What follows belongs to an exercise in optimizing a design on an open flow for small area, a short achievable clock period and few clock cycles; a production flow would make more cautious choices. Where RTL was checked, it was by simulation tests only, not by an equivalence proof against the original. Only the layout flow was run in runs 1 to 4 and 7; the RTL was not checked for function there. No activity file was given, so power comes from the tool's default toggle rates.

`flow/flow/run.sh`:
```
#!/bin/bash
# The standard ORFS layout, with the port buffers made of the smallest buffer
# cell instead of the one buffer_ports picks on its own.
set -uo pipefail
bash standard.sh "BUFFER_PORTS_ARGS=-buffer_cell sky130_fd_sc_hd__buf_1" finish > standard.log 2>&1
```
`flow/standard.sh`:
```
#!/bin/bash
# synth_recipe.tcl (not shown) runs the flow's synth.tcl, then flattens the netlist and writes it again
# the make line also repeats each setting of config.mk as NAME=value (left out here)
make -C /OpenROAD-flow-scripts/flow DESIGN_CONFIG=/design/flow/config.mk WORK_HOME=/design/flow/orfs CLKGATE_MAP_FILE= SYNTH_SCRIPT=/design/flow/synth_recipe.tcl "${@:-finish}"
```
`flow/config.mk`:
```
export PLATFORM = sky130hd
export DESIGN_NAME = data_feeder_top
export DESIGN_NICKNAME = data_feeder_top
export VERILOG_FILES = /design/flow/design.v
export SDC_FILE = /design/flow/constraint.sdc
export NUM_CORES = 4
export LEC_CHECK = 0
export CAP_MARGIN = 20
export CORE_AREA = 5 5 235 235
export DIE_AREA = 0 0 240 240
export SETUP_SLACK_MARGIN = 2.1
export SLEW_MARGIN = 20
```
`flow/constraint.sdc`:
```
create_clock -name core_clock -period 4.0 [get_ports {clk_i}]
set_input_delay 0.8000 -clock core_clock [delete_from_list [all_inputs] [get_ports {clk_i}]]
set_output_delay 0.8000 -clock core_clock [all_outputs]
set_load 0.01 [all_outputs]
```
`flow/design.v`:
```
`timescale 1ns/10ps
package feeder_pkg;
    typedef logic [15:0]  word_t;
    typedef logic [255:0] half_line_t;
    typedef logic [511:0] line_t;
    typedef logic [31:0]  dram_addr_t;
    typedef logic [14:0]  len_t;
    typedef logic [7:0]   cmd_t;
    localparam int LINE_BYTES     = 64;
    localparam int WORDS_PER_LINE = 32;
    localparam cmd_t CMD_WRITE_INPUT  = 8'd9;
    localparam cmd_t CMD_WRITE_WEIGHT = 8'd10;
    typedef enum logic [1:0] {
        REQ_IDLE,
        REQ_WAIT_FIFO,
        REQ_SEND
    } req_state_t;
    typedef enum logic [1:0] {
        FEED_IDLE,
        FEED_WAIT_DATA,
        FEED_ISSUE,
        FEED_POP
    } feed_state_t;
endpackage
`timescale 1ns/10ps
package mmio_map_pkg;
    typedef logic [31:0] bus_addr_t;
    typedef logic [31:0] bus_data_t;
    localparam bus_addr_t RD_ADDR_REG      = 32'hC400_2024;
    localparam bus_addr_t RD_LEN_REG       = 32'hC400_2028;
    localparam bus_addr_t RD_START_REG     = 32'hC400_2030;
    localparam bus_addr_t SRAM_IDX_CLR_REG = 32'hC400_2034;
    localparam bus_addr_t DATA_TYPE_REG    = 32'hC400_2038;
    localparam bus_addr_t BUSY_REG         = 32'hC400_0020;
endpackage
`timescale 1ns/10ps
module data_feeder_top (
    input  logic                    clk_i,
    input  logic                    rst_i,
    input  logic                    dev_strobe_i,
    input  mmio_map_pkg::bus_addr_t dev_addr_i,
    input  mmio_map_pkg::bus_data_t dev_wdata_i,
    output logic                    dev_ready_o,
    output mmio_map_pkg::bus_data_t dev_rdata_o,
    input  logic                    fifo_addr_full_i,
    output logic                    dram_addr_valid_o,
    output feeder_pkg::dram_addr_t  dram_addr_o,
    input  logic                    fifo_data_empty_i,
    input  feeder_pkg::half_line_t  dram_rdata_h_i,
    input  feeder_pkg::half_line_t  dram_rdata_l_i,
    output logic                    fifo_data_rd_en_o,
    output logic                    acc_cmd_valid_o,
    output feeder_pkg::cmd_t        acc_cmd_o,
    output feeder_pkg::word_t       acc_word_o,
    output feeder_pkg::len_t        acc_index_o
);
    logic wr_addr, wr_len, wr_start, wr_clr, wr_type;
    assign wr_addr  = dev_strobe_i && (dev_addr_i == mmio_map_pkg::RD_ADDR_REG);
    assign wr_len   = dev_strobe_i && (dev_addr_i == mmio_map_pkg::RD_LEN_REG);
    assign wr_start = dev_strobe_i && (dev_addr_i == mmio_map_pkg::RD_START_REG);
    assign wr_clr   = dev_strobe_i && (dev_addr_i == mmio_map_pkg::SRAM_IDX_CLR_REG);
    assign wr_type  = dev_strobe_i && (dev_addr_i == mmio_map_pkg::DATA_TYPE_REG);
    logic [31:1] addr_q;         
    logic [14:0] len_q;
    logic        type_q;
    logic        ntype_q;        
    logic        ready_q;
    logic        busy_q;
    logic        busy;
    always_ff @(posedge clk_i) begin
        if (wr_addr) addr_q <= dev_wdata_i[31:1];
    end
    always_ff @(posedge clk_i) begin
        if (rst_i) begin
            len_q   <= '0;
            type_q  <= 1'b0;
            ntype_q <= 1'b1;
        end else begin
            if (wr_len)  len_q  <= dev_wdata_i[14:0];
            if (wr_type) begin
                type_q  <= dev_wdata_i[0];
                ntype_q <= !dev_wdata_i[0];
            end
        end
    end
    always_ff @(posedge clk_i) begin
        ready_q <= dev_strobe_i;
        busy_q  <= busy;
    end
    assign dev_ready_o = ready_q;
    assign dev_rdata_o = {31'b0, busy_q};
    logic        start_q;        
    logic        req_first_q;    
    logic        req_more;       
    logic        req_vld_q;
    logic [5:1]  req_lo_q;       
    logic [25:0] req_line_q;     
    logic [10:0] req_left_q;     
    logic [15:0] last_word_q;    
    logic [2:0]  outst_q;        
    logic        pop_q;          
    logic        req_take;
    always_ff @(posedge clk_i) begin
        last_word_q <= 16'(addr_q[5:1]) + 16'(len_q) - 16'd1;
    end
    assign req_more  = req_first_q || (req_left_q != '0);
    assign req_take  = req_more && !fifo_addr_full_i && ((outst_q + 3'(req_vld_q)) < 3'd4);
    always_ff @(posedge clk_i) begin
        if (rst_i) begin
            start_q     <= 1'b0;
            req_first_q <= 1'b0;
            req_vld_q   <= 1'b0;
            outst_q     <= '0;
        end else begin
            start_q <= wr_start;
            if (wr_start) begin
                req_first_q <= fifo_addr_full_i;
                req_vld_q   <= !fifo_addr_full_i;
            end else begin
                if (req_take) req_first_q <= 1'b0;
                req_vld_q <= req_take;
            end
            outst_q <= outst_q + 3'(req_vld_q) - 3'(pop_q);
        end
    end
    always_ff @(posedge clk_i) begin
        if (rst_i) begin
            req_left_q <= '0;
        end else if (start_q) begin
            req_left_q <= last_word_q[15:5];
        end else if (req_take && !req_first_q) begin
            req_left_q <= req_left_q - 11'd1;
        end
    end
    always_ff @(posedge clk_i) begin
        if (wr_start) begin
            req_line_q  <= addr_q[31:6];
            req_lo_q    <= addr_q[5:1];
        end else if (req_vld_q) begin
            req_line_q  <= req_line_q + 26'd1;
            req_lo_q    <= '0;
        end
    end
    assign dram_addr_valid_o = req_vld_q;
    assign dram_addr_o       = {req_line_q, req_lo_q, 1'b0};
    logic [3:0]  sel_hi_q;
    logic [7:0]  sel_lo_q;
    logic [3:0]  sel_hi_nx;      
    logic [7:0]  sel_lo_nx;
    logic [3:0]  end_hi;         
    logic [7:0]  end_lo;
    logic        known_q;        
    logic        popdue_q;       
    logic        last_line;
    logic        line_last;
    logic        ll_take;
    logic        take;
    logic        cmd_vld_q;
    logic [15:0] word_sel;
    logic [15:0] word_q;
    logic [14:0] idx_q;
    logic [15:0] words [32];
    always_comb begin
        for (int p = 0; p < 8; p++) begin
            words[2*p]      = dram_rdata_l_i[224-32*p +: 16];
            words[2*p+1]    = dram_rdata_l_i[240-32*p +: 16];
            words[16+2*p]   = dram_rdata_h_i[224-32*p +: 16];
            words[16+2*p+1] = dram_rdata_h_i[240-32*p +: 16];
        end
    end
    always_comb begin
        word_sel = '0;
        for (int k = 0; k < 32; k++) begin
            word_sel = word_sel | (words[k] & {16{sel_hi_q[k/8] && sel_lo_q[k%8]}});
        end
    end
    assign sel_lo_nx = {sel_lo_q[6:0], sel_lo_q[7]};
    assign sel_hi_nx = sel_lo_q[7] ? {sel_hi_q[2:0], sel_hi_q[3]} : sel_hi_q;
    assign end_hi    = 4'b0001 << last_word_q[4:3];
    assign end_lo    = 8'b0000_0001 << last_word_q[2:0];
    assign last_line = !req_more && !req_vld_q && (outst_q == 3'd1);
    assign line_last = (sel_hi_q[3] && sel_lo_q[7]) ||
                       (last_line && (|(sel_hi_q & end_hi)) && (|(sel_lo_q & end_lo)));
    assign ll_take   = (sel_hi_q[3] && sel_lo_q[6]) ||
                       (last_line && (|(sel_hi_nx & end_hi)) && (|(sel_lo_nx & end_lo)));
    assign take      = !popdue_q && !fifo_data_empty_i;
    assign busy      = req_more || req_vld_q || (outst_q != '0) || popdue_q;
    always_ff @(posedge clk_i) begin
        if (rst_i) begin
            known_q   <= 1'b0;
            popdue_q  <= 1'b0;
            pop_q     <= 1'b0;
            cmd_vld_q <= 1'b0;
        end else begin
            known_q   <= !fifo_data_empty_i && !pop_q;
            popdue_q  <= take && line_last && !known_q;
            pop_q     <= take && !pop_q && ((line_last && !known_q) || ll_take);
            cmd_vld_q <= take;
        end
    end
    always_ff @(posedge clk_i) begin
        if (wr_start) begin
            sel_hi_q <= 4'b0001 << addr_q[5:4];
            sel_lo_q <= 8'b0000_0001 << addr_q[3:1];
        end else if (take) begin
            sel_hi_q <= sel_hi_nx;
            sel_lo_q <= sel_lo_nx;
        end
    end
    always_ff @(posedge clk_i) begin
        word_q <= word_sel;
    end
    always_ff @(posedge clk_i) begin
        if (rst_i || wr_clr) begin
            idx_q <= '0;
        end else if (cmd_vld_q) begin
            idx_q <= idx_q + 15'd1;
        end
    end
    assign fifo_data_rd_en_o = pop_q;
    assign acc_cmd_valid_o   = cmd_vld_q;
    assign acc_cmd_o         = {4'b0000, 1'b1, 1'b0, type_q, ntype_q};
    assign acc_word_o        = word_q;
    assign acc_index_o       = idx_q;
endmodule
```
==> results of run 1 <==
-- cells in the mapped netlist (3+ instances only) --
library cell / n / area share [%]
and4_1: 8 / 0.65
a21o_1: 3 / 0.21
and3_1: 8 / 0.46
or3_1: 3 / 0.17
nor3_1: 34 / 1.6
clkbuf_1: 49 / 1.7
nand3_1: 48 / 2.2
a22o_1: 26 / 2.1
nand4_1: 29 / 1.7
or4_1: 3 / 0.21
nand2_1: 77 / 2.7
buf_1: 29 / 1.0
mux2i_1: 26 / 2.4
a22oi_1: 125 / 8.6
a221oi_1: 12 / 0.97
edfxtp_1: 74 / 20
buf_4: 43 / 3.0
a21oi_1: 56 / 2.6
ha_1: 26 / 3.0
nor4_1: 15 / 0.86
dfxtp_1: 87 / 16
xnor2_1: 35 / 2.8
inv_1: 55 / 1.9
o22ai_1: 11 / 0.63
a32o_1: 4 / 0.37
o21ai_0: 45 / 2.1
mux4_2: 3 / 0.62
xor2_1: 25 / 2.0
clkinv_1: 4 / 0.14
a31oi_1: 13 / 0.75
a211oi_1: 12 / 0.83
a32oi_1: 20 / 1.6
nor4_4: 3 / 0.59
nor2_1: 80 / 2.8
buf_2: 12 / 0.55
and2_1: 14 / 0.81
nand2b_1: 5 / 0.29
a222oi_1: 40 / 3.7
o211ai_1: 8 / 0.55
-- layer usage --
| layer | track usage (%) | routed length [um] |
|---|---|---|
| met5 | 1.60 | 367 |
| met4 | 10.9 | 4250 |
| met1 | 33.9 | 33300 |
| met3 | 14.3 | 12500 |
| met2 | 47.7 | 43100 |
-- metrics by stage --
stage / hold WS [ps] / std cells
6_report: 443 / 2787
5_1_grt: 443 / 2768
4_1_cts: 414 / 2689
3_5_place_dp: 461 / 2495
3_3_place_gp: 455 / 2495
2_1_floorplan: 426 / 1254
-- worst paths after layout --
check,endpoint,slack (ps),depth (start not counted)
setup / recovery,last_word_q[15],1540,11
hold / removal,ready_q,440,1
setup reg to reg,last_word_q[15],1540,11
hold reg to reg,req_left_q[1],470,2
-- critical path, stage by stage (launching register included) --
cell	delay (ps)
edfxtp_1	420
inv_2	110
ha_4	200
inv_2	60
ha_4	130
inv_2	30
fa_2	330
nand2b_4	150
a211o_1	300
and2_4	170
o311a_1	300
a311oi_2	180
-- cells by family (layout without fill, tap and decap cells) --
family          after synthesis  in the layout
buf+inv                     193            997
other cells                   2             73
compound gates              403            405
xor+xnor                     60             60
flops                       161            161
fa+ha+maj                    27             27
mux                          30             30
simple gates                342            346
-- layout by cell type, fill, tap and decap left out, drive strengths merged, types with 30 or more instances in the layout --
master and n:
clkbuf 39, dfxtp 87, conb 38, edfxtp 74, nand2 78, nor3 34
a222oi 40, inv 60, a22oi 125, nand3 48, nor2 80, a21oi 56
o21ai 47, xnor2 35, diode 35, buf 884, nand4 30
-- power breakdown --
group / internal (mW) / leakage, nW / switching, mW
logic: 1.03 / 5.09 / 1.33
registers: 1.91 / 1.40 / 0.151
clock network: 0.854 / 0.285 / 0.831
total: 3.79 / 6.78 / 2.31
-- layout make-up --
| class | instances | area, um^2 |
|---|---|---|
| Clock buffer | 20 | 457 |
| Fill cell | 5353 | 33700 |
| Sequential cell | 161 | 3980 |
| Tap cell | 688 | 861 |
| Multi-Input combinational cell | 906 | 7500 |
| Timing Repair Buffer | 906 | 5490 |
| Inverter | 59 | 238 |
| Clock inverter | 12 | 115 |
| Antenna cell | 35 | 87.6 |
-- what timing repair did --
action                                  CTS  global route
hold buffers                              0             0
gates cloned                             22             8
hold endpoints to repair                  0             0
resized for setup                       256           182
setup buffers                           140            55
pin swaps                                99            95
endpoints found under the setup margin  231           209
-- registers in the layout, summed over array words and instances, names as in the netlist, 3 cells and up --
| name | cells |
|---|---|
| word_q | 16 |
| req_left_q | 11 |
| idx_q | 15 |
| outst_q | 3 |
| req_line_q | 26 |
| sel_hi_q | 4 |
| sel_lo_q | 8 |
| len_q | 15 |
| req_lo_q | 5 |
| addr_q | 31 |
| last_word_q | 16 |
==> results.toml, run 1 <==
[floorplanning]
core-area_um2 = 52400
fp.dieW_um = 240
fp.dieH_um = 240
fp.dieArea_um2 = 57600
start_util_pct = 20.7
core.rowCount = 84
io_pins = 688

[grt]
grt_pass1_vias = 14400
track_usage_pct = 29.5
antenna_found_initial = 79
grt_overflow = 0
grt_first_pass_wirelength_um = 117000
grt_max_degree = 55

[pwr]
vdd.ir_drop.worst_v = 0.000348
p_leak_nw = 6.78
power.density_nw_per_um2 = 326
power_mw = 6.10

[sta]
fin_crit_sh_pct = 61.4
setup_tns_ps = 0
setup_ws_ps = 1540
relSlewSlack_pct = 62.3
worst_slew_pin_slew_ps = 561
worst_clock_skew_ps = 19.5
hold_viol = 0
maxClockFrequency_mhz = 407
finalCriticalPeriod_ps = 2460
setup_viol = 0
rsz0062_at_grt = "yes"
drv_slew = 0

[yosys]
synth_edf_count = 74
synthArstFlopShare_pct = 0
synth-simple-area-share_pct = 16.6
ys.flop_type = "dfxtp_1"
synthesis.area_um2 = 10800
synth-compound-area-share_pct = 27.3
avgSynthCellArea_um2 = 8.91
yosysWarnings = 2
synth_mux_area_share_pct = 3.13
yosysSeqAreaShare_pct = 36.5
synth.distinct_cells = 75
yosys.area_share.adder_pct = 3.18
synthCells = 1218
synth-xor-area-share_pct = 4.84
synth_top_family_by_area = "compound AO/OA/AOI/OAI gates"
ys_ff_latch = 161

[clock_tree]
cts_buffers = 17
htreeDepth = 4
worstSkewPairLatency_ps = 480
clk_path_buf_depth = 2
path_clk_slew_ps = 70
clockRootBuffer = "clkbuf_16"
clock_sinks = 161
cts_tree = "done"

[drt]
finalWirelength_um = 93500
wire_per_inst_um = 33.5
ant_nets = 0
vias = 15100
drcViolationCount = 0
drt_iter0_markers = 1801
vias_per_cell = 5.41
first_pass_iters = 6

[setup_path]
r2r-start = "addr_q[2]"
critPathLaunch = "addr_q[2]"
cp.arrival_ps = 2850
worstSetupStartpointType = "flop"
cp-end-kind = "flop"
cp_data_required_time_ps = 4390
path_class = "reg -> reg"
path_max_fanout = 3

[finish]
fin_nets = 2659
syn2layout_area_growth_pct = 72.6
drive_gt1_share_pct = 27.7
post-route-util_pct = 35.7
design_area_um2 = 18700

[placed_design]
pre_cts_slack_ps = 1080
gp_congestion = 0.971
io_buffers = 649
dpl_cell_area_um2 = 14200
hpwl_um = 67900

[flow_run]
drv_cap = 0

[min_path]
holdCritStartpoint = "dev_strobe_i"
hold_class = "in -> reg"

[status]
outcome = "complete, no violations"
==> run 2: changes to the inputs <==
--- a/flow/config.mk
+++ b/flow/config.mk
@@ -8,5 +8,5 @@
 export CAP_MARGIN = 20
 export CORE_AREA = 5 5 235 235
 export DIE_AREA = 0 0 240 240
-export SETUP_SLACK_MARGIN = 2.1
+export SETUP_SLACK_MARGIN = 1.0
 export SLEW_MARGIN = 20
==> run 2 against run 1 <==
Worst hold slack barely moved. Largest power group is now registers. Clock power rose by 2%. Cell count fell by 8.5%. Largest cell class unchanged. Final area fell by 22%. Global-route usage fell by 4.0 points. Utilization fell by 7.8 points. Count of clock-buffer cells in the layout fell by 2. Setup slack got worse by 440 ps. Critical endpoint unchanged. Maximum frequency fell by 15%. Area after synthesis did not move. First-iteration DRC count fell by 13%.
==> results.toml, run 2 <==
[drt]
vias = 13300
drcViolationCount = 0
drt_iter0_markers = 1572
wire_per_inst_um = 30.7
vias_per_cell = 5.22
first_pass_iters = 8
ant_nets = 0
finalWirelength_um = 78300

[yosys]
synthesis.area_um2 = 10800
ys_ff_latch = 161
synthTopCellsByArea = "edfxtp_1 20%, dfxtp_1 16%, a22oi_1 8.6%, a222oi_1 3.7%, ha_1 3.0%"
synth_top_area_share_pct = 20.5
yosysWarnings = 2
synth_top_area_cell = "edfxtp_1"
ys.flop_type = "dfxtp_1"
yosysSeqAreaShare_pct = 36.5
avgSynthCellArea_um2 = 8.91
synthArstFlopShare_pct = 0
yosysMostFrequentCell = "a22oi_1"
yosys-top-cells-count = "125 x a22oi_1, 87 x dfxtp_1, 80 x nor2_1"
synth_edf_count = 74
synth.distinct_cells = 75
synthCells = 1218

[sta]
setup_ws_ps = 1110
maxClockFrequency_mhz = 346
worst_clock_skew_ps = 12.1
setup_viol = 0
relSlewSlack_pct = 39.2
setup_tns_ps = 0
finalCriticalPeriod_ps = 2890
worst_slew_pin_slew_ps = 912
fin_crit_sh_pct = 72.3
hold_viol = 0
rsz0062_at_grt = "yes"
drv_slew = 0

[setup_path]
worstPathCellList = "inv_2, ha_1, inv_1, ha_1, inv_1, fa_1, nand2b_4, a211o_1, and2_1, o311a_1, a311oi_1"
cp-end-kind = "flop"
path_max_fanout = 4
path_class = "reg -> reg"
cp_slowest_cell = "edfxtp_1"
cp.arrival_ps = 3280
rrSetupSlack_ps = 1110
path_delay_family = "compound AO/OA/AOI/OAI gates"
worstSetupStartpointType = "flop"
timing.critical_path.buf_inv = 3
cp_slowest_stage_delay_ps = 460
cp_data_required_time_ps = 4390

[grt]
track_usage_pct = 25.5
grt_pass1_vias = 12900
grt_max_degree = 77
grt_overflow = 0
antenna_found_initial = 61
grt_first_pass_wirelength_um = 102000

[finish]
final_cell_mix = "649 x buf_1, 125 x a22oi_1, 87 x dfxtp_1"
final-seq-area_um2 = 3960
final_cells = 2549
drive_gt1_share_pct = 5.31
largest_register = "addr_q"
multi_input_comb_area_um2 = 6150
syn2layout_area_growth_pct = 34.9
fillers = 5754
fin_nets = 2440
top_regs = "addr_q (31), req_line_q (26)"
layout_commonest_cell = "buf_1"
largest_register_ffs = 31

[placed_design]
io_buffers = 649
hpwl_um = 64900
pre_cts_slack_ps = 760
place_inst = 2490
gp_congestion = 0.934

[pwr]
power_mw = 5.43
vdd.ir_drop.worst_v = 0.000280
power.density_nw_per_um2 = 371
p_leak_nw = 4.92

[floorplanning]
fp.dieH_um = 240
core-area_um2 = 52400
core.rowCount = 84
fp.dieArea_um2 = 57600
io_pins = 688
fp.dieW_um = 240
start_util_pct = 20.7

[clock_tree]
worstSkewPairLatency_ps = 480
clk_path_buf_depth = 2
cts_hold_buf = 0
htreeDepth = 4
cts_tree = "done"
clockRootBuffer = "clkbuf_16"
clock_sinks = 161
cts_buffers = 17
path_clk_slew_ps = 70

[min_path]
hold_class = "in -> reg"

[flow_run]
drv_cap = 0

[status]
outcome = "complete, no violations"
[run 2: area by class of cell]
cell class	count	area share [%]
clock buffers	18	2.93
clock inverters	14	1.15
multi-input cells	900	42.0
inverters	59	1.51
diodes	16	0.274
repair buffers	693	19.2
well taps	688	5.88
flip-flops and latches	161	27.1
[run 2: kinds of logic after synthesis]
group,Yosys count,share of synthesized area [%]
other,2,0.0692
buffers and inverters,193,8.37
muxes,30,3.13
AOI/OAI and AO/OA,403,27.3
xor gates and xnor gates,60,4.84
adders and majority gates,27,3.18
DFF,161,36.5
and+or+nand+nor,342,16.6
[run 2: where the power goes]
group          total [mW]  internal, mW  switching (mW)
Clock                1.72         0.890           0.834
Sequential           2.07          1.90           0.168
Combinational        1.64         0.626            1.01
Total                5.43          3.42            2.01
[run 2: worst paths after layout]
kind	to	cells after the start	from
worst max-delay path	last_word_q[15]	11	addr_q[2]
worst min-delay path	ready_q	1	dev_strobe_i
worst max register to register	last_word_q[15]	11	addr_q[2]
worst min register to register	req_left_q[1]	2	last_word_q[6]
[run 2: per-layer routing]
| layer | share of wire [%] | vias up | track usage, % |
|---|---|---|---|
| met4 | 1.4 | 42 | 3.47 |
| met2 | 48 | 796 | 43.1 |
| met1 | 39 | 6429 | 31.4 |
| met3 | 11 | 138 | 10.8 |
| li1 | - | 5911 | - |
| met5 | 0.34 | - | 0 |
[run 2: timing repair]
action	4_1_cts	5_1_grt
buffers inserted	0	11
gates cloned	0	0
pin swaps	0	0
setup endpoints to repair	2	4
resized for setup	3	2
[run 2: through the flow]
step                      util, %  cell area [um^2]  hold slack, ps
after CTS                    27.6             14500             398
after detailed placement     26.5             13900             461
final                        27.9             14600             443
after global routing         27.9             14600             417
after global placement       26.5             13900             461
after floorplan                 -             11000             426
==> run 3: changes to the inputs <==
--- a/flow/design.v
+++ b/flow/design.v
@@ -89,34 +89,38 @@
     end
     assign dev_ready_o = ready_q;
     assign dev_rdata_o = {31'b0, busy_q};
-    logic        start_q;        
+    logic        req_go_q;       
     logic        req_first_q;    
     logic        req_more;       
     logic        req_vld_q;
     logic [5:1]  req_lo_q;       
     logic [25:0] req_line_q;     
-    logic [10:0] req_left_q;     
-    logic [15:0] last_word_q;    
+    logic [9:0]  req_left_q;     
+    logic        req_plus_q;     
+    logic        req_minus_q;    
+    logic        req_rest;       
+    logic [5:0]  low_sum;
+    logic [4:0]  end_off_q;      
     logic [2:0]  outst_q;        
     logic        pop_q;          
     logic        req_take;
-    always_ff @(posedge clk_i) begin
-        last_word_q <= 16'(addr_q[5:1]) + 16'(len_q) - 16'd1;
-    end
-    assign req_more  = req_first_q || (req_left_q != '0);
+    assign low_sum   = 6'(addr_q[5:1]) + 6'(len_q[4:0]);
+    assign req_rest  = req_plus_q || (req_left_q != {9'b0, req_minus_q});
+    assign req_more  = req_first_q || (req_go_q && req_rest);
     assign req_take  = req_more && !fifo_addr_full_i && ((outst_q + 3'(req_vld_q)) < 3'd4);
     always_ff @(posedge clk_i) begin
         if (rst_i) begin
-            start_q     <= 1'b0;
+            req_go_q    <= 1'b0;
             req_first_q <= 1'b0;
             req_vld_q   <= 1'b0;
             outst_q     <= '0;
         end else begin
-            start_q <= wr_start;
             if (wr_start) begin
+                req_go_q    <= 1'b1;
                 req_first_q <= fifo_addr_full_i;
                 req_vld_q   <= !fifo_addr_full_i;
             end else begin
+                if (!req_first_q && !req_rest) req_go_q <= 1'b0;
                 if (req_take) req_first_q <= 1'b0;
                 req_vld_q <= req_take;
             end
@@ -124,16 +128,23 @@
         end
     end
     always_ff @(posedge clk_i) begin
-        if (rst_i) begin
-            req_left_q <= '0;
-        end else if (start_q) begin
-            req_left_q <= last_word_q[15:5];
+        if (!req_go_q) begin
+            req_left_q  <= len_q[14:5];
+            req_plus_q  <= low_sum > 6'd32;
+            req_minus_q <= low_sum == 6'd0;
         end else if (req_take && !req_first_q) begin
-            req_left_q <= req_left_q - 11'd1;
-        end
-    end
-    always_ff @(posedge clk_i) begin
-        if (wr_start) begin
+            if (req_plus_q) begin
+                req_plus_q <= 1'b0;
+            end else begin
+                req_left_q <= req_left_q - 10'd1;
+            end
+        end
+    end
+    always_ff @(posedge clk_i) begin
+        end_off_q <= 5'(low_sum - 6'd1);
+    end
+    always_ff @(posedge clk_i) begin
+        if (!busy) begin
             req_line_q  <= addr_q[31:6];
             req_lo_q    <= addr_q[5:1];
         end else if (req_vld_q) begin
@@ -176,8 +187,8 @@
     end
     assign sel_lo_nx = {sel_lo_q[6:0], sel_lo_q[7]};
     assign sel_hi_nx = sel_lo_q[7] ? {sel_hi_q[2:0], sel_hi_q[3]} : sel_hi_q;
-    assign end_hi    = 4'b0001 << last_word_q[4:3];
-    assign end_lo    = 8'b0000_0001 << last_word_q[2:0];
+    assign end_hi    = 4'b0001 << end_off_q[4:3];
+    assign end_lo    = 8'b0000_0001 << end_off_q[2:0];
     assign last_line = !req_more && !req_vld_q && (outst_q == 3'd1);
     assign line_last = (sel_hi_q[3] && sel_lo_q[7]) ||
                        (last_line && (|(sel_hi_q & end_hi)) && (|(sel_lo_q & end_lo)));
@@ -199,7 +210,7 @@
         end
     end
     always_ff @(posedge clk_i) begin
-        if (wr_start) begin
+        if (!busy) begin
             sel_hi_q <= 4'b0001 << addr_q[5:4];
             sel_lo_q <= 8'b0000_0001 << addr_q[3:1];
         end else if (take) begin
==> run 3 against run 2 <==
Still clean on timing, DRC and antenna. Cell count down 4.2%. Area after synthesis fell by 6.8%. Maximum frequency up 1.1%. Flip-flop and latch count down 10. Register-to-register slack improved by 30 ps. Setup slack gained 32 ps. Sequential power down 14%. Critical path type unchanged. Largest power group is now clock. Highest routed layer unchanged.
==> results.toml, run 3 <==
[flow_run]
drv_cap = 0

[yosys]
synthesis.area_um2 = 10100
ys_ff_latch = 151
synthCells = 1118
synth_top_area_cell = "edfxtp_1"
synth_top_area_share_pct = 25.5
synth.distinct_cells = 65
yosysWarnings = 2
synthArstFlopShare_pct = 0
synth-xor-area-share_pct = 4.76
ys.flop_type = "edfxtp_1"
synth-compound-area-share_pct = 27.6
synth_top_family_by_area = "compound AO/OA/AOI/OAI gates"
synth_mux_area_share_pct = 2.67
yosysSeqAreaShare_pct = 38.4
yosysMostFrequentCell = "a22oi_1"
yosys.area_share.adder_pct = 1.93
synth_edf_count = 86
avgSynthCellArea_um2 = 9.05
yosys-top-cells-count = "141 x a22oi_1, 89 x nand2_1, 86 x edfxtp_1"
synthTopCellsByArea = "edfxtp_1 26%, dfxtp_1 13%, a22oi_1 10%, a222oi_1 4.6%, nand3_1 3.7%"
synth-simple-area-share_pct = 16.6

[placed_design]
hpwl_um = 53700
io_buffers = 649
gp_congestion = 1.03
dpl_cell_area_um2 = 13200

[clock_tree]
clock_sinks = 151
path_clk_slew_ps = 80
cts_hold_buf = 0
cts_buffers = 17
clockRootBuffer = "clkbuf_16"
htreeDepth = 4
clk_path_buf_depth = 2
cts.repair.resized = 0
post_cts_buffers = 0
cts_tree = "done"
worstSkewPairLatency_ps = 470

[sta]
setup_viol = 0
rsz0062_at_grt = "no"
setup_tns_ps = 0
hold_ws_ps = 455
worst_slew_pin_slew_ps = 1090
worst_clock_skew_ps = 17.5
maxClockFrequency_mhz = 350
fin_crit_sh_pct = 71.5
drv_slew = 0
hold_viol = 0
relSlewSlack_pct = 27.2
finalCriticalPeriod_ps = 2860

[grt]
grt_max_degree = 71
grt_overflow = 0
grt_first_pass_wirelength_um = 88200
grt_pass1_vias = 12200
antenna_found_initial = 36
track_usage_pct = 21.5

[finish]
top_regs = "addr_q (31), req_line_q (26), word_q (16)"
final_cell_mix = "649 x buf_1, 141 x a22oi_1, 89 x nand2_1"
multi_input_comb_area_um2 = 5560
largest_register_ffs = 31
drive_gt1_share_pct = 4.66
fillers = 5766
design_area_um2 = 13800
largest_register = "addr_q"
final-seq-area_um2 = 3880
fin_nets = 2322
syn2layout_area_growth_pct = 36.9
layout_commonest_cell = "buf_1"

[drt]
highest_layer = "met5"
drcViolationCount = 0
finalWirelength_um = 66600
first_pass_iters = 6
met2WireLength_um = 32500
vias_per_cell = 5.09
met3WireLength_um = 6700
wire_per_inst_um = 27.3
ant_nets = 0
routedLengthMet1_um = 25600
drt_iter0_markers = 1335
vias = 12400

[pwr]
vdd.ir_drop.worst_v = 0.000283
p_leak_nw = 4.72
power.density_nw_per_um2 = 322

[setup_path]
cp_data_required_time_ps = 4350
cp-end-kind = "flop"
worstSetupStartpointType = "flop"
path_max_fanout = 9
path_class = "reg -> reg"
worstRegToRegCells = 6
cp.arrival_ps = 3210

[floorplanning]
fp.dieH_um = 240
core.rowCount = 84
core-area_um2 = 52400
fp.dieArea_um2 = 57600
io_pins = 688
fp.dieW_um = 240
start_util_pct = 19.3

[min_path]
hold_class = "in -> reg"
hold_depth = 1

[status]
outcome = "complete, no violations"
run 3: per-layer routing:
metal	GRT usage (%)	vias up
li1	-	5528
met1	26.6	6030
met2	35.5	751
met3	6.40	109
met4	8.00	20
met5	0	-
run 3: critical path, stage by stage, from the launching register on:
cell      delay, ps
edfxtp_1        720
buf_4           330
a222oi_1        600
nand3_1         260
a222oi_1        560
buf_4           210
nand3_1          70
run 3: logic make-up after synthesis:
family	after synthesis
flip-flops	151
adder cells (fa/ha/maj)	15
XOR/XNOR	55
AND/OR/NAND/NOR	340
buffers and inverters	165
multiplexers	27
AO/OA/AOI/OAI	363
other	2
run 3: where the power goes:
part	internal (mW)	switching [mW]	total (mW)
combinational	0.335	0.555	0.890
clock	0.959	0.842	1.80
sequential	1.70	0.0646	1.77
run 3: final timing paths:
check	from	to	slack, ps
max	sel_lo_q[1]	word_q[4]	1140
min reg2reg	type_q	type_q	500
min	dev_strobe_i	ready_q	460
max reg2reg	sel_lo_q[1]	word_q[4]	1140
run 3: cell type report:
type                    count  area share (%)
multi-input cells         838            40.1
flip-flops and latches    151            28.0
repair buffers            690            20.0
well taps                 688            6.22
clock buffers              17            3.07
clock inverters            15            1.50
inverters                  28           0.759
diodes                     15           0.271
run 3: stage by stage:
step | std cells | total power, mW | worst slack [ps] | util, %
after floorplan | 1154 | 2.17 | 1180 | -
after global placement | 2395 | 2.68 | 795 | 25.1
after detailed placement | 2395 | 2.69 | 1060 | 25.1
after CTS | 2427 | 4.53 | 1050 | 26.3
after global routing | 2438 | 4.66 | 1050 | 26.4
final | 2442 | 4.46 | 1140 | 26.4
==> run 4: changes to the inputs <==
--- a/flow/config.mk
+++ b/flow/config.mk
@@ -8,5 +8,5 @@
 export CAP_MARGIN = 20
 export CORE_AREA = 5 5 235 235
 export DIE_AREA = 0 0 240 240
-export SETUP_SLACK_MARGIN = 1.0
+export SETUP_SLACK_MARGIN = 1.8
 export SLEW_MARGIN = 20
==> run 4 against run 3 <==
Utilization increased by 2.2 points. Still clean. Setup slack gained 480 ps. Final area is 8.3% higher. Synthesized cell count unchanged. Routed wire length increased by 2.1%. Clock skew about the same. Count of clock-buffer cells in the layout increased by 4. Cell count rose by 2.6%. Sequential power is essentially flat. Critical path type unchanged. Highest routed layer unchanged. Die area unchanged. Combinational power grew 15%. Non-clock buffer count is 62 higher. Largest cell class unchanged.
==> results.toml, run 4 <==
[status]
outcome = "complete, no violations"

[finish]
final-seq-area_um2 = 3880
design_area_um2 = 15000
multi_input_comb_area_um2 = 5910
post-route-util_pct = 28.6
drive_gt1_share_pct = 11.0
fin_nets = 2389
largest_register_ffs = 31
fillers = 5658
layout_commonest_cell = "buf_1"
largest_register = "addr_q"
top_regs = "addr_q (31), req_line_q (26), word_q (16)"
final_cell_mix = "649 x buf_1, 136 x a22oi_1, 88 x nand2_1"
syn2layout_area_growth_pct = 48.3

[grt]
grt_max_degree = 58
grt_first_pass_wirelength_um = 88200
antenna_found_initial = 19
grt_overflow = 0
grt_pass1_vias = 12400
track_usage_pct = 21.4

[setup_path]
cp-end-kind = "flop"
path_class = "reg -> reg"
cp_data_required_time_ps = 4340
cp.arrival_ps = 2720
path_max_fanout = 36
cp_slowest_cell = "a222oi_1"
cp_common_cell = "a222oi_1"
worstPathCellList = "buf_4, a222oi_1, nand3_2, a222oi_1, nand2_1"
worstSetupStartpointType = "flop"
cp_slowest_stage_delay_ps = 720

[sta]
relSlewSlack_pct = 44.9
finalCriticalPeriod_ps = 2380
setup_tns_ps = 0
maxClockFrequency_mhz = 421
worst_slew_pin_slew_ps = 827
hold_viol = 0
drv_slew = 0
rsz0062_at_grt = "yes"
worst_clock_skew_ps = 17.7
setup_viol = 0
fin_crit_sh_pct = 59.4

[floorplanning]
fp.dieH_um = 240
core.rowCount = 84
start_util_pct = 19.3
fp.dieArea_um2 = 57600
core-area_um2 = 52400
fp.dieW_um = 240
io_pins = 688

[clock_tree]
cts_tree = "done"
clk_path_buf_depth = 2
clock_sinks = 151
worstSkewPairLatency_ps = 480
htreeDepth = 4
clockRootBuffer = "clkbuf_16"
cts_buffers = 17
cts_hold_buf = 0
path_clk_slew_ps = 70

[drt]
first_pass_iters = 6
drt_iter0_markers = 1737
routedLengthMet1_um = 26600
met3WireLength_um = 6350
wire_per_inst_um = 27.1
finalWirelength_um = 68000
highest_layer = "met5"
ant_nets = 0
met2WireLength_um = 32900
vias_per_cell = 5.13
vias = 12800
drcViolationCount = 0

[yosys]
yosysMostFrequentCell = "a22oi_1"
synthTopCellsByArea = "edfxtp_1 26%, dfxtp_1 13%, a22oi_1 10%, a222oi_1 4.6%, nand3_1 3.7%"
yosys-top-cells-count = "141 x a22oi_1, 89 x nand2_1, 86 x edfxtp_1"
synth_edf_count = 86
synth_top_area_cell = "edfxtp_1"
synthesis.area_um2 = 10100
yosysWarnings = 2
synth.distinct_cells = 65
synthCells = 1118
avgSynthCellArea_um2 = 9.05
yosysSeqAreaShare_pct = 38.4
ys_ff_latch = 151
synth_top_area_share_pct = 25.5
synthArstFlopShare_pct = 0
ys.flop_type = "edfxtp_1"

[placed_design]
gp_congestion = 1.00
hpwl_um = 51900
dpl_cell_area_um2 = 13200
io_buffers = 649

[pwr]
power.density_nw_per_um2 = 305
p_leak_nw = 5.29
vdd.ir_drop.worst_v = 0.000270

[min_path]
hold_class = "in -> reg"

[flow_run]
drv_cap = 0
[run 4: cell counts after synthesis]
Identical to the previous run, type by type.
[run 4: routing by layer]
layer	global-route usage, %	vias to the layer above
met3	4.97	119
met2	35.7	783
met1	27.2	6259
met4	7.41	6
li1	-	5678
met5	0	-
[run 4: critical path, delay by kind of cell (launching register included)]
kind                   cells  cell delay (ps)
AND/OR/NAND/NOR            2              410
flip-flops                 1              380
AO/OA/AOI/OAI              2             1140
buffers and inverters      1              270
[run 4: cell type report]
cell class / instances / area share [%]
clock buffer: 21 / 3.29
inverter: 28 / 0.809
sequential: 151 / 25.9
timing repair buffer: 752 / 23.7
clock inverter: 10 / 0.942
antenna: 13 / 0.217
multi-input combinational: 843 / 39.4
tap: 688 / 5.74
[run 4: cells by family after synthesis]
logic type                 share of synthesized area (%)
DFF                                                 38.4
and+or+nand+nor                                     16.6
other                                             0.0743
xor gates and xnor gates                            4.76
adders and majority gates                           1.93
muxes                                               2.67
AOI/OAI and AO/OA                                   27.6
buffers and inverters                               7.97
[run 4: power by group]
group          switching [mW]  internal (mW)
clock network           0.725           1.07
logic                   0.615          0.401
registers              0.0556           1.70
[run 4: what timing repair did]
| action | CTS | global route |
|---|---|---|
| pin swaps | 13 | 45 |
| resized for setup | 40 | 88 |
| gates cloned | 6 | 10 |
| endpoints found under the hold margin | 0 | 0 |
| setup endpoints to repair | 141 | 162 |
| setup buffers | 30 | 25 |
[run 4: stage by stage]
| stage | hold slack [ps] | instances | worst slack [ps] | total power [mW] |
|---|---|---|---|---|
| 5_1_grt | 430 | 2502 | 1560 | 4.77 |
| 4_1_cts | 414 | 2458 | 1670 | 4.56 |
| 3_3_place_gp | 477 | 2391 | 1070 | 2.68 |
| 3_5_place_dp | 485 | 2391 | 1090 | 2.69 |
| 2_1_floorplan | 461 | 1154 | 1650 | 2.18 |
| 6_report | 443 | 2506 | 1620 | 4.57 |
[run 4: worst paths after layout]
check | slack, ps | cells after the start | startpoint | endpoint
max | 1620 | 5 | sel_lo_q[5] | word_q[13]
min | 440 | 1 | dev_strobe_i | ready_q
max reg2reg | 1620 | 5 | sel_lo_q[5] | word_q[13]
min reg2reg | 500 | 2 | len_q[6] | len_q[6]
==> run 5: changes to the inputs <==
--- a/flow/design.v
+++ b/flow/design.v
@@ -104,6 +104,7 @@
     logic [2:0]  outst_q;        
     logic        pop_q;          
     logic        req_take;
+    logic        idle_q;         
     assign low_sum   = 6'(addr_q[5:1]) + 6'(len_q[4:0]);
     assign req_rest  = req_plus_q || (req_left_q != {9'b0, req_minus_q});
     assign req_more  = req_first_q || (req_go_q && req_rest);
@@ -144,7 +145,10 @@
         end_off_q <= 5'(low_sum - 6'd1);
     end
     always_ff @(posedge clk_i) begin
-        if (!busy) begin
+        idle_q <= !busy && !wr_start;
+    end
+    always_ff @(posedge clk_i) begin
+        if (idle_q) begin
             req_line_q  <= addr_q[31:6];
             req_lo_q    <= addr_q[5:1];
         end else if (req_vld_q) begin
@@ -167,6 +171,7 @@
     logic        ll_take;
     logic        take;
     logic        cmd_vld_q;
+    logic [15:0] quarter [4];
     logic [15:0] word_sel;
     logic [15:0] word_q;
     logic [14:0] idx_q;
@@ -180,9 +185,15 @@
         end
     end
     always_comb begin
+        for (int g = 0; g < 4; g++) begin
+            quarter[g] = '0;
+            for (int k = 0; k < 8; k++) begin
+                quarter[g] = quarter[g] | (words[8*g+k] & {16{sel_lo_q[k]}});
+            end
+        end
         word_sel = '0;
-        for (int k = 0; k < 32; k++) begin
-            word_sel = word_sel | (words[k] & {16{sel_hi_q[k/8] && sel_lo_q[k%8]}});
+        for (int g = 0; g < 4; g++) begin
+            word_sel = word_sel | (quarter[g] & {16{sel_hi_q[g]}});
         end
     end
     assign sel_lo_nx = {sel_lo_q[6:0], sel_lo_q[7]};
@@ -210,7 +221,7 @@
         end
     end
     always_ff @(posedge clk_i) begin
-        if (!busy) begin
+        if (idle_q) begin
             sel_hi_q <= 4'b0001 << addr_q[5:4];
             sel_lo_q <= 8'b0000_0001 << addr_q[3:1];
         end else if (take) begin
--- a/flow/config.mk
+++ b/flow/config.mk
@@ -8,5 +8,5 @@
 export CAP_MARGIN = 20
 export CORE_AREA = 5 5 235 235
 export DIE_AREA = 0 0 240 240
-export SETUP_SLACK_MARGIN = 1.8
+export SETUP_SLACK_MARGIN = 2.3
 export SLEW_MARGIN = 20
==> run 5 against run 4 <==
Final area grew 14%. Clock skew up 4.1 ps. Maximum frequency increased by 13%. Clock power is 7% lower. Cell count grew 2.4%. Area after synthesis is 2.5% lower. Utilization grew 4.0 points. Via count is 0.59% lower. Routed wire length down 1.4%. Global-route usage is 0.31 points lower. Non-clock buffer count up 114. Highest routed layer unchanged.
==> results.toml, run 5 <==
[placed_design]
pre_cts_slack_ps = 1370
io_buffers = 649
hpwl_um = 48000
place_inst = 2340
gp_congestion = 0.940
dpl_cell_area_um2 = 13100

[sta]
maxClockFrequency_mhz = 475
relSlewSlack_pct = 48.0
worst_clock_skew_ps = 21.8
hold_viol = 0
setup_tns_ps = 0
fin_crit_sh_pct = 52.7
finalCriticalPeriod_ps = 2110
setup_viol = 0
rsz0062_at_grt = "yes"
setup_ws_ps = 1890
drv_slew = 0
worst_slew_pin_slew_ps = 779
hold_ws_ps = 453

[finish]
drive_gt1_share_pct = 27.3
fin_nets = 2453
syn2layout_area_growth_pct = 73.5
top_regs = "addr_q (31), req_line_q (26), word_q (16)"
largest_register = "addr_q"
final_cells = 2567
final_cell_mix = "583 x buf_1, 229 x a22oi_1, 116 x buf_4"
design_area_um2 = 17100
largest_register_ffs = 31
post-route-util_pct = 32.6
layout_commonest_cell = "buf_1"

[floorplanning]
fp.dieArea_um2 = 57600
fp.dieW_um = 240
fp.dieH_um = 240
core-area_um2 = 52400
start_util_pct = 18.8
io_pins = 688
core.rowCount = 84

[yosys]
avgSynthCellArea_um2 = 9.29
synth_top_area_cell = "edfxtp_1"
synth_edf_count = 86
synthCells = 1061
synth-simple-area-share_pct = 15.9
yosysMostFrequentCell = "a22oi_1"
synth_top_family_by_area = "compound AO/OA/AOI/OAI gates"
ys.flop_type = "edfxtp_1"
synthTopCellsByArea = "edfxtp_1 26%, a22oi_1 22%, dfxtp_1 13%, nand4_1 4.6%, buf_4 3.1%"
ys_ff_latch = 152
synth-xor-area-share_pct = 4.71
synth.distinct_cells = 58
yosys-top-cells-count = "288 x a22oi_1, 86 x edfxtp_1, 72 x nand4_1"
yosysSeqAreaShare_pct = 39.6
synth-compound-area-share_pct = 26.1
yosysWarnings = 3
synthesis.area_um2 = 9860
synthArstFlopShare_pct = 0
synth_top_area_share_pct = 26.2
synth_mux_area_share_pct = 4.04
yosys.area_share.adder_pct = 1.98

[clock_tree]
path_clk_slew_ps = 70
cts_hold_buf = 0
htreeDepth = 4
cts_tree = "done"
worstSkewPairLatency_ps = 450
cts_buffers = 17
clk_path_buf_depth = 2
clockRootBuffer = "clkbuf_16"
clock_sinks = 152

[drt]
vias_per_cell = 4.97
drt_iter0_markers = 1142
finalWirelength_um = 67000
first_pass_iters = 5
ant_nets = 0
wire_per_inst_um = 26.1
vias = 12800
drcViolationCount = 0

[setup_path]
timing.critical_path.buf_inv = 0
path_delay_family = "adder cells"
path_max_fanout = 2
worstPathCellList = "ha_2, fa_2, a21o_1, a21oi_2, xnor2_2, and4b_1, and2_1"
cp_slowest_stage_delay_ps = 430
cp.arrival_ps = 2290
worst-path-stages = 7
cp_data_required_time_ps = 4190
cp-end-kind = "flop"
path_class = "reg -> reg"
cp_slowest_cell = "edfxtp_1"
worstRegToRegCells = 7
worstSetupStartpointType = "flop"

[pwr]
power_mw = 4.38
switching_share_pct = 30.6
switchingPower_mw = 1.34
p_leak_nw = 6.12
vdd.ir_drop.worst_v = 0.000251
pwr-share-comb_pct = 22.3
clock_power_share_pct = 38.2
power.density_nw_per_um2 = 256
p_int_mw = 3.04
seqPwrFrac_pct = 39.5

[grt]
track_usage_pct = 21.1
grt_first_pass_wirelength_um = 86800
antenna_found_initial = 29
grt_max_degree = 42
grt_pass1_vias = 12200
grt_overflow = 0

[flow_run]
drv_cap = 0

[min_path]
hold_class = "reg -> reg"
hold_depth = 1

[status]
outcome = "complete, no violations"
## run 5: cell types whose count changed in the layout (fill, tap and decap cells not counted), sizes merged, moves of 17 or more
cell,delta
a222oi,-46
clkbuf,+17
nand2,-21
a21oi,-19
nand4,+50
nand3,-55
buf,+99
a221oi,-17
a22oi,+147
a22o,-40
## run 5: layout make-up
cell class	instances	area, um^2
Tap cell	688	861
Inverter	29	109
Timing Repair Buffer	866	5240
Multi-Input combinational cell	791	6290
Antenna cell	9	22.5
Sequential cell	152	3980
Clock buffer	21	503
Fill cell	5383	35300
Clock inverter	11	104
## run 5: final timing paths
kind,start,slack (ps),end
worst min register to register,known_q,450,popdue_q
worst max register to register,addr_q[1],1890,req_minus_q
worst min-delay path,known_q,450,popdue_q
worst max-delay path,addr_q[1],1890,req_minus_q
## run 5: what timing repair did
item / in CTS / in global routing
setup endpoints to repair: 241 / 254
gates resized for setup: 302 / 152
buffers inserted: 131 / 40
pin swaps: 93 / 107
cloned: 10 / 5
## run 5: layer usage
metal | wire length (um) | global-route usage (%) | vias up
li1 | - | - | 5707
met1 | 26700 | 26.7 | 6147
met2 | 32700 | 35.6 | 789
met3 | 5610 | 4.59 | 112
met4 | 1910 | 7.20 | 14
met5 | 89 | 0 | -
## run 5: cells by family after synthesis
family,after synthesis
flops,152
buf+inv,155
simple gates,293
fa+ha+maj,15
mux,35
other cells,2
xor+xnor,53
compound gates,356
## run 5: power by group through the flow
stage               clock (mW)  sequential [mW]  combinational [mW]
global route              1.79             1.73                1.04
detailed placement           0             1.79               0.727
finish                    1.67             1.73               0.976
CTS                       1.72             1.73               0.913
floorplan                    0             1.77               0.291
global placement             0             1.79               0.717
Testbench counts of run 5, summed over its fixed seeds: cycles 132,330.
==> run 6: changes to the inputs <==
--- a/flow/config.mk
+++ b/flow/config.mk
@@ -8,5 +8,5 @@
 export CAP_MARGIN = 20
 export CORE_AREA = 5 5 235 235
 export DIE_AREA = 0 0 240 240
-export SETUP_SLACK_MARGIN = 2.3
+export SETUP_SLACK_MARGIN = 1.8
 export SLEW_MARGIN = 20
==> run 6 against run 5 <==
Sequential share of layout area up 4.9 points. Non-clock buffer count down 167. Cell count down 6.7%. Die area unchanged. Clock power up 13%. Largest cell class unchanged. Register-to-register slack about the same. Worst hold slack worse by 9.3 ps. Final area down 19%.
==> results.toml, run 6 <==
[status]
outcome = "complete, no violations"

[setup_path]
rrSetupSlack_ps = 1900
cp-end-kind = "flop"
r2r-start = "addr_q[1]"
path_max_fanout = 31
path_class = "in -> reg"
worstRegToRegCells = 7
worstSetupStartpointType = "input port"
cp.arrival_ps = 2230
r2r-end = "req_minus_q"
cp_data_required_time_ps = 4090

[min_path]
whs_endpoint = "popdue_q"
holdCritStartpoint = "known_q"
hold_class = "reg -> reg"
hold_depth = 1

[clock_tree]
cts_buffers = 17
clk_path_buf_depth = 2
cts_hold_buf = 0
cts_tree = "done"
path_clk_slew_ps = 60
clock_sinks = 152
worstSkewPairLatency_ps = 450
clockRootBuffer = "clkbuf_16"
htreeDepth = 4

[finish]
final_cells = 2395
largest_register_ffs = 31
largest_register = "addr_q"
multi_input_comb_area_um2 = 5440
fillers = 5675
final-seq-area_um2 = 3910
syn2layout_area_growth_pct = 40.7
final_cell_mix = "649 x buf_1, 285 x a22oi_1, 86 x edfxtp_1"
fin_nets = 2285
drive_gt1_share_pct = 6.99
top_regs = "addr_q (31), req_line_q (26), word_q (16)"
layout_commonest_cell = "buf_1"

[yosys]
avgSynthCellArea_um2 = 9.29
synthArstFlopShare_pct = 0
yosysMostFrequentCell = "a22oi_1"
ys.flop_type = "edfxtp_1"
yosys-top-cells-count = "288 x a22oi_1, 86 x edfxtp_1, 72 x nand4_1"
synth_top_area_cell = "edfxtp_1"
synthesis.area_um2 = 9860
ys_ff_latch = 152
synthTopCellsByArea = "edfxtp_1 26%, a22oi_1 22%, dfxtp_1 13%, nand4_1 4.6%, buf_4 3.1%"
synth_top_area_share_pct = 26.2
synthCells = 1061
yosysWarnings = 3
yosysSeqAreaShare_pct = 39.6
synth_edf_count = 86
synth.distinct_cells = 58

[pwr]
switchingPower_mw = 1.25
seqPwrFrac_pct = 39.8
switching_share_pct = 28.7
p_int_mw = 3.10
power.density_nw_per_um2 = 314
clock_power_share_pct = 43.1
pwr-share-comb_pct = 17.1
vdd.ir_drop.worst_v = 0.000253
p_leak_nw = 4.59

[drt]
drt_iter0_markers = 1120
ant_nets = 0
wire_per_inst_um = 24.0
first_pass_iters = 6
vias_per_cell = 4.91
vias = 11800
drcViolationCount = 0
finalWirelength_um = 57500

[grt]
grt_pass1_vias = 11400
antenna_found_initial = 22
track_usage_pct = 18.4
grt_max_degree = 72
grt_first_pass_wirelength_um = 76200
grt_overflow = 0

[floorplanning]
core-area_um2 = 52400
fp.dieW_um = 240
core.rowCount = 84
fp.dieArea_um2 = 57600
start_util_pct = 18.8
io_pins = 688
fp.dieH_um = 240

[sta]
rsz0062_at_grt = "no"
fin_crit_sh_pct = 53.4
drv_slew = 0
hold_viol = 0
finalCriticalPeriod_ps = 2140
worst_slew_pin_slew_ps = 895
maxClockFrequency_mhz = 468
setup_viol = 0
relSlewSlack_pct = 40.3
setup_tns_ps = 0
worst_clock_skew_ps = 11.7

[placed_design]
hpwl_um = 46100
place_inst = 2332
io_buffers = 649
gp_congestion = 0.936

[flow_run]
drv_cap = 0
## run 6: cell families after synthesis
family / count (synthesis) / synth area share (%)
compound gates: 356 / 26.1
simple gates: 293 / 15.9
fa+ha+maj: 15 / 1.98
mux: 35 / 4.04
buf+inv: 155 / 7.59
flops: 152 / 39.6
other cells: 2 / 0.0762
xor+xnor: 53 / 4.71
## run 6: how the worst max path moves through the flow
stage                     depth (start not counted)            from           to  slack [ps]
after global placement                            5   dev_addr_i[7]   addr_q[15]        1450
after global routing                              7       addr_q[1]  req_minus_q        1800
final                                             5  dev_addr_i[23]   addr_q[16]        1860
after CTS                                         7       addr_q[1]  req_minus_q        1810
after floorplan                                   3   dev_addr_i[7]   addr_q[10]        1130
after detailed placement                          5   dev_addr_i[7]   addr_q[24]        1420
## run 6: area by class of cell
cell class,count,area share (%)
diodes,5,0.0902
clock buffers,18,3.10
clock inverters,14,1.71
inverters,29,0.785
multi-input cells,790,39.3
flip-flops and latches,152,28.2
well taps,688,6.21
repair buffers,699,20.7
## run 6: power by group through the flow
| stage | registers [mW] | logic [mW] | clock network (mW) |
|---|---|---|---|
| floorplan | 1.77 | 0.289 | 0 |
| global placement | 1.77 | 0.710 | 0 |
| detailed placement | 1.77 | 0.721 | 0 |
| CTS | 1.73 | 0.741 | 1.94 |
| global route | 1.73 | 0.805 | 2.00 |
| finish | 1.73 | 0.743 | 1.88 |
## run 6: metrics by stage
stage | util (%) | instance area, um^2 | power, mW | hold WS (ps) | worst slack, ps
floorplan | - | 10100 | 2.06 | 406 | 1130
global placement | 24.6 | 12900 | 2.48 | 426 | 1450
detailed placement | 24.6 | 12900 | 2.50 | 430 | 1420
CTS | 26.2 | 13700 | 4.41 | 442 | 1810
global route | 26.4 | 13900 | 4.54 | 467 | 1800
finish | 26.4 | 13900 | 4.35 | 444 | 1860
## run 6: per-layer routing
layer  GRT usage [%]  up-vias  share of wire (%)
met3            6.13      110                 11
met4            6.10       12                2.9
li1                -     5348                  -
met2            29.7      735                 46
met5               0        -               0.13
met1            23.1     5564                 39
## run 6: timing repair
action | in CTS | in global routing
setup buffers | 19 | 7
gates cloned | 0 | 0
endpoints found under the setup margin | 26 | 23
endpoints found under the hold margin | 0 | 0
resized for setup | 4 | 6
pin swaps | 2 | 4
## run 6: worst max-delay path, cell delays in order
cell	delay (ps)
buf_1	100
nor4b_2	280
nand3_1	290
nor4_4	290
buf_4	430
==> run 7: changes to the inputs <==
--- a/flow/design.v
+++ b/flow/design.v
@@ -99,13 +99,19 @@
     logic        req_plus_q;     
     logic        req_minus_q;    
     logic        req_rest;       
-    logic [5:0]  low_sum;
-    logic [4:0]  end_off_q;      
+    logic [4:0]  gen, prop;      
+    logic        carry5;         
+    logic        sum_zero;       
     logic [2:0]  outst_q;        
     logic        pop_q;          
     logic        req_take;
     logic        idle_q;         
-    assign low_sum   = 6'(addr_q[5:1]) + 6'(len_q[4:0]);
+    assign gen  = addr_q[5:1] & len_q[4:0];
+    assign prop = addr_q[5:1] | len_q[4:0];
+    assign carry5   = gen[4] | (prop[4] & gen[3]) | (&prop[4:3] & gen[2]) |
+                      (&prop[4:2] & gen[1]) | (&prop[4:1] & gen[0]);
+    assign sum_zero = !(addr_q[1] ^ len_q[0]) &&
+                      ((addr_q[5:2] ^ len_q[4:1]) == prop[3:0]);
     assign req_rest  = req_plus_q || (req_left_q != {9'b0, req_minus_q});
     assign req_more  = req_first_q || (req_go_q && req_rest);
     assign req_take  = req_more && !fifo_addr_full_i && ((outst_q + 3'(req_vld_q)) < 3'd4);
@@ -131,8 +137,8 @@
     always_ff @(posedge clk_i) begin
         if (!req_go_q) begin
             req_left_q  <= len_q[14:5];
-            req_plus_q  <= low_sum > 6'd32;
-            req_minus_q <= low_sum == 6'd0;
+            req_plus_q  <= carry5 && !sum_zero;
+            req_minus_q <= (addr_q[5:1] == 5'd0) && (len_q[4:0] == 5'd0);
         end else if (req_take && !req_first_q) begin
             if (req_plus_q) begin
                 req_plus_q <= 1'b0;
@@ -140,9 +146,6 @@
                 req_left_q <= req_left_q - 10'd1;
             end
         end
-    end
-    always_ff @(posedge clk_i) begin
-        end_off_q <= 5'(low_sum - 6'd1);
     end
     always_ff @(posedge clk_i) begin
         idle_q <= !busy && !wr_start;
@@ -162,8 +165,7 @@
     logic [7:0]  sel_lo_q;
     logic [3:0]  sel_hi_nx;      
     logic [7:0]  sel_lo_nx;
-    logic [3:0]  end_hi;         
-    logic [7:0]  end_lo;
+    logic [4:0]  cnt_q;
     logic        known_q;        
     logic        popdue_q;       
     logic        last_line;
@@ -198,13 +200,9 @@
     end
     assign sel_lo_nx = {sel_lo_q[6:0], sel_lo_q[7]};
     assign sel_hi_nx = sel_lo_q[7] ? {sel_hi_q[2:0], sel_hi_q[3]} : sel_hi_q;
-    assign end_hi    = 4'b0001 << end_off_q[4:3];
-    assign end_lo    = 8'b0000_0001 << end_off_q[2:0];
     assign last_line = !req_more && !req_vld_q && (outst_q == 3'd1);
-    assign line_last = (sel_hi_q[3] && sel_lo_q[7]) ||
-                       (last_line && (|(sel_hi_q & end_hi)) && (|(sel_lo_q & end_lo)));
-    assign ll_take   = (sel_hi_q[3] && sel_lo_q[6]) ||
-                       (last_line && (|(sel_hi_nx & end_hi)) && (|(sel_lo_nx & end_lo)));
+    assign line_last = (sel_hi_q[3] && sel_lo_q[7]) || (last_line && (cnt_q == 5'd1));
+    assign ll_take   = (sel_hi_q[3] && sel_lo_q[6]) || (last_line && (cnt_q == 5'd2));
     assign take      = !popdue_q && !fifo_data_empty_i;
     assign busy      = req_more || req_vld_q || (outst_q != '0) || popdue_q;
     always_ff @(posedge clk_i) begin
@@ -224,9 +222,11 @@
         if (idle_q) begin
             sel_hi_q <= 4'b0001 << addr_q[5:4];
             sel_lo_q <= 8'b0000_0001 << addr_q[3:1];
+            cnt_q    <= len_q[4:0];
         end else if (take) begin
             sel_hi_q <= sel_hi_nx;
             sel_lo_q <= sel_lo_nx;
+            cnt_q    <= cnt_q - 5'd1;
         end
     end
     always_ff @(posedge clk_i) begin
==> run 7 against run 6 <==
Largest cell class unchanged. Maximum frequency shrank 1.9%. Cell count barely moved. Register-to-register slack worse by 80 ps. Global-route usage grew 4.2 points. Count of clock-buffer cells in the layout increased by 1. Critical path type is now reg -> reg. Still clean.
==> results.toml, run 7 <==
[yosys]
ys.flop_type = "edfxtp_1"
synth_top_area_share_pct = 27.5
yosysWarnings = 3
yosysSeqAreaShare_pct = 39.7
synthArstFlopShare_pct = 0
yosysMostFrequentCell = "a22oi_1"
synthCells = 1075
ys_ff_latch = 152
synth.distinct_cells = 59
synthesis.area_um2 = 9950
synth_top_area_cell = "edfxtp_1"
synth_edf_count = 91
synthTopCellsByArea = "edfxtp_1 27%, a22oi_1 20%, dfxtp_1 12%, nand4_1 4.6%, buf_4 3.2%"
yosys-top-cells-count = "266 x a22oi_1, 91 x edfxtp_1, 73 x nand4_1"
avgSynthCellArea_um2 = 9.26

[setup_path]
cp_data_required_time_ps = 4360
cp-end-kind = "flop"
path_max_fanout = 65
path_class = "reg -> reg"
cp.arrival_ps = 2530
worstPathCellList = "buf_12, a22oi_1, a41oi_1, a21oi_1, nand2_1"
cp_slowest_cell = "a22oi_1"
cp_slowest_stage_delay_ps = 800
worstSetupStartpointType = "flop"

[pwr]
seqPwrFrac_pct = 40.4
power.density_nw_per_um2 = 326
switchingPower_mw = 1.52
switching_share_pct = 33.9
pwr-share-comb_pct = 21.7
p_int_mw = 2.97
vdd.ir_drop.worst_v = 0.000267
p_leak_nw = 4.40
clock_power_share_pct = 37.9

[drt]
finalWirelength_um = 69900
ant_nets = 0
first_pass_iters = 6
wire_per_inst_um = 29.2
vias_per_cell = 5.17
drt_iter0_markers = 1162
vias = 12400
drcViolationCount = 0

[clock_tree]
clock_sinks = 152
htreeDepth = 4
path_clk_slew_ps = 70
cts_hold_buf = 0
worstSkewPairLatency_ps = 470
clockRootBuffer = "clkbuf_16"
cts_buffers = 17
clk_path_buf_depth = 2
cts_tree = "done"

[min_path]
hold_class = "in -> reg"

[sta]
drv_slew = 0
fin_crit_sh_pct = 54.5
finalCriticalPeriod_ps = 2180
hold_viol = 0
maxClockFrequency_mhz = 459
worst_clock_skew_ps = 10.9
relSlewSlack_pct = 39.8
setup_viol = 0
setup_tns_ps = 0
hold_ws_ps = 453
worst_slew_pin_slew_ps = 904
rsz0062_at_grt = "no"
setup_ws_ps = 1820

[placed_design]
gp_congestion = 0.905
hpwl_um = 57400
pre_cts_slack_ps = 1470
io_buffers = 649
place_inst = 2342

[finish]
post-route-util_pct = 26.3
layout_commonest_cell = "buf_1"
fillers = 5732
largest_register_ffs = 31
fin_nets = 2279
syn2layout_area_growth_pct = 38.4
final_cells = 2393
top_regs = "addr_q (31), req_line_q (26), word_q (16)"
drive_gt1_share_pct = 5.32
largest_register = "addr_q"
final_cell_mix = "648 x buf_1, 264 x a22oi_1, 91 x edfxtp_1"

[grt]
track_usage_pct = 22.6
grt_pass1_vias = 11800
grt_max_degree = 66
antenna_found_initial = 56
grt_first_pass_wirelength_um = 90500
grt_overflow = 0

[floorplanning]
core-area_um2 = 52400
start_util_pct = 19.0
io_pins = 688
fp.dieW_um = 240
fp.dieArea_um2 = 57600
core.rowCount = 84
fp.dieH_um = 240

[flow_run]
drv_cap = 0

[status]
outcome = "complete, no violations"
## run 7: cell count changes in the layout (fill, tap and decap cells not counted), moves of 12 or more
cell	before	now
a21oi_1	15	54
a22oi_1	285	264
a41oi_1	0	22
buf_4	44	28
mux2i_1	24	5
nor2_1	64	46
o31ai_1	0	23
xnor2_1	33	12
xor2_1	20	32
## run 7: power by group through the flow
| stage | logic [mW] | clock network (mW) | registers [mW] |
|---|---|---|---|
| floorplan | 0.410 | 0 | 1.85 |
| global placement | 0.951 | 0 | 1.85 |
| detailed placement | 0.967 | 0 | 1.85 |
| CTS | 0.974 | 1.76 | 1.81 |
| global route | 1.05 | 1.82 | 1.82 |
| finish | 0.974 | 1.70 | 1.81 |
## run 7: area by class of cell
| class | instances | area (um^2) | area share, % |
|---|---|---|---|
| repair buffers | 682 | 2750 | 20.0 |
| multi-input cells | 798 | 5460 | 39.7 |
| flip-flops and latches | 152 | 3950 | 28.7 |
| well taps | 688 | 861 | 6.25 |
| clock inverters | 13 | 150 | 1.09 |
| inverters | 27 | 101 | 0.736 |
| diodes | 14 | 35.0 | 0.254 |
| clock buffers | 19 | 458 | 3.33 |
## run 7: path summary, 6_finish.rpt
| path | start | endpoint | slack, ps | depth (start not counted) |
|---|---|---|---|---|
| hold reg to reg | len_q[9] | len_q[9] | 470 | 2 |
| setup / recovery | sel_lo_q[2] | word_q[10] | 1820 | 5 |
| hold / removal | dev_strobe_i | ready_q | 450 | 1 |
| setup reg to reg | sel_lo_q[2] | word_q[10] | 1820 | 5 |
## run 7: routing by layer
metal	vias up	wire [um]	GRT usage (%)
met4	36	2080	6.29
met2	851	31700	36.0
li1	5459	-	-
met5	-	240	0
met3	135	8950	10.5
met1	5883	26900	27.6
## run 7: worst max-delay path, delay by kind of cell (launching register included)
| kind | cells | cell delay [ps] |
|---|---|---|
| flip-flops | 1 | 420 |
| AND/OR/NAND/NOR | 1 | 70 |
| AO/OA/AOI/OAI | 3 | 1250 |
| buffers and inverters | 1 | 240 |
## run 7: what timing repair did
item                       4_1_cts  5_1_grt
gates resized for setup          1        5
pin swaps                        2        1
cloned                           0        0
setup endpoints to repair       15       18
buffers inserted                 3        2
## run 7: per-stage QoR
| stage | power [mW] | area, um^2 |
|---|---|---|
| floorplan | 2.26 | 10200 |
| global placement | 2.80 | 13000 |
| detailed placement | 2.82 | 13000 |
| CTS | 4.55 | 13700 |
| global route | 4.69 | 13700 |
| finish | 4.49 | 13800 |
## run 7: logic make-up (layout without fill, tap and decap cells)
group                    count (synthesis)  in the layout  share of synthesized area [%]
other                                    2             52                         0.0755
AO/OA/AOI/OAI                          416            416                           29.8
multiplexers                             9              9                          0.956
buffers and inverters                  161            741                           7.92
flip-flops                             152            152                           39.7
AND/OR/NAND/NOR                        271            271                           15.1
adder cells (fa/ha/maj)                 20             20                           2.51
XOR/XNOR                                44             44                           3.87

==> afterwards: timing with drivers on the ports <==
No port has a modelled driver above. Below, the same layouts with a new extraction and two added sets of constraints.
Step 1 (the two cells are an assumption about what drives the block):
set clk [get_ports {clk_i}]
set_driving_cell -lib_cell sky130_fd_sc_hd__clkbuf_16 $clk
set_driving_cell -lib_cell sky130_fd_sc_hd__buf_2 [delete_from_list [all_inputs] $clk]
Step 2 adds t to the input delays and takes it off the output delays; t is the mean of the earliest and latest rising clock arrival at the registers after step 1. Input paths then give back, and output paths get back, about the clock's delay inside the block.
a / b / c = ideal / step 1 / step 2; a / b = the first two.
run | shift t [ns] | setup slack, ns | worst setup path at the end | clock arrival spread, ns | worst data-port slew with drivers (ns)
run 1 | 0.536 | 1.544 / 1.544 / 1.116 | input to register | 0.021 / 0.021 | 0.24
run 2 | 0.521 | 1.109 / 1.109 / 0.839 | input to register | 0.016 / 0.016 | 0.20
run 3 | 0.515 | 1.141 / 1.141 / 1.101 | input to register | 0.018 / 0.018 | 0.21
run 4 | 0.524 | 1.624 / 1.624 / 1.426 | input to register | 0.018 / 0.017 | 0.16
run 5 | 0.490 | 1.893 / 1.893 / 1.485 | input to register | 0.021 / 0.022 | 0.22
run 6 | 0.494 | 1.862 / 1.890 / 1.396 | input to register | 0.013 / 0.013 | 0.24
run 7 | 0.520 | 1.821 / 1.821 / 1.449 | input to register | 0.013 / 0.014 | 0.24
After both steps setup and hold are still met in every run listed. For run 6, which loses most, drivers alone change the setup slack by +0.028 ns; drivers and shift together by -0.466 ns.
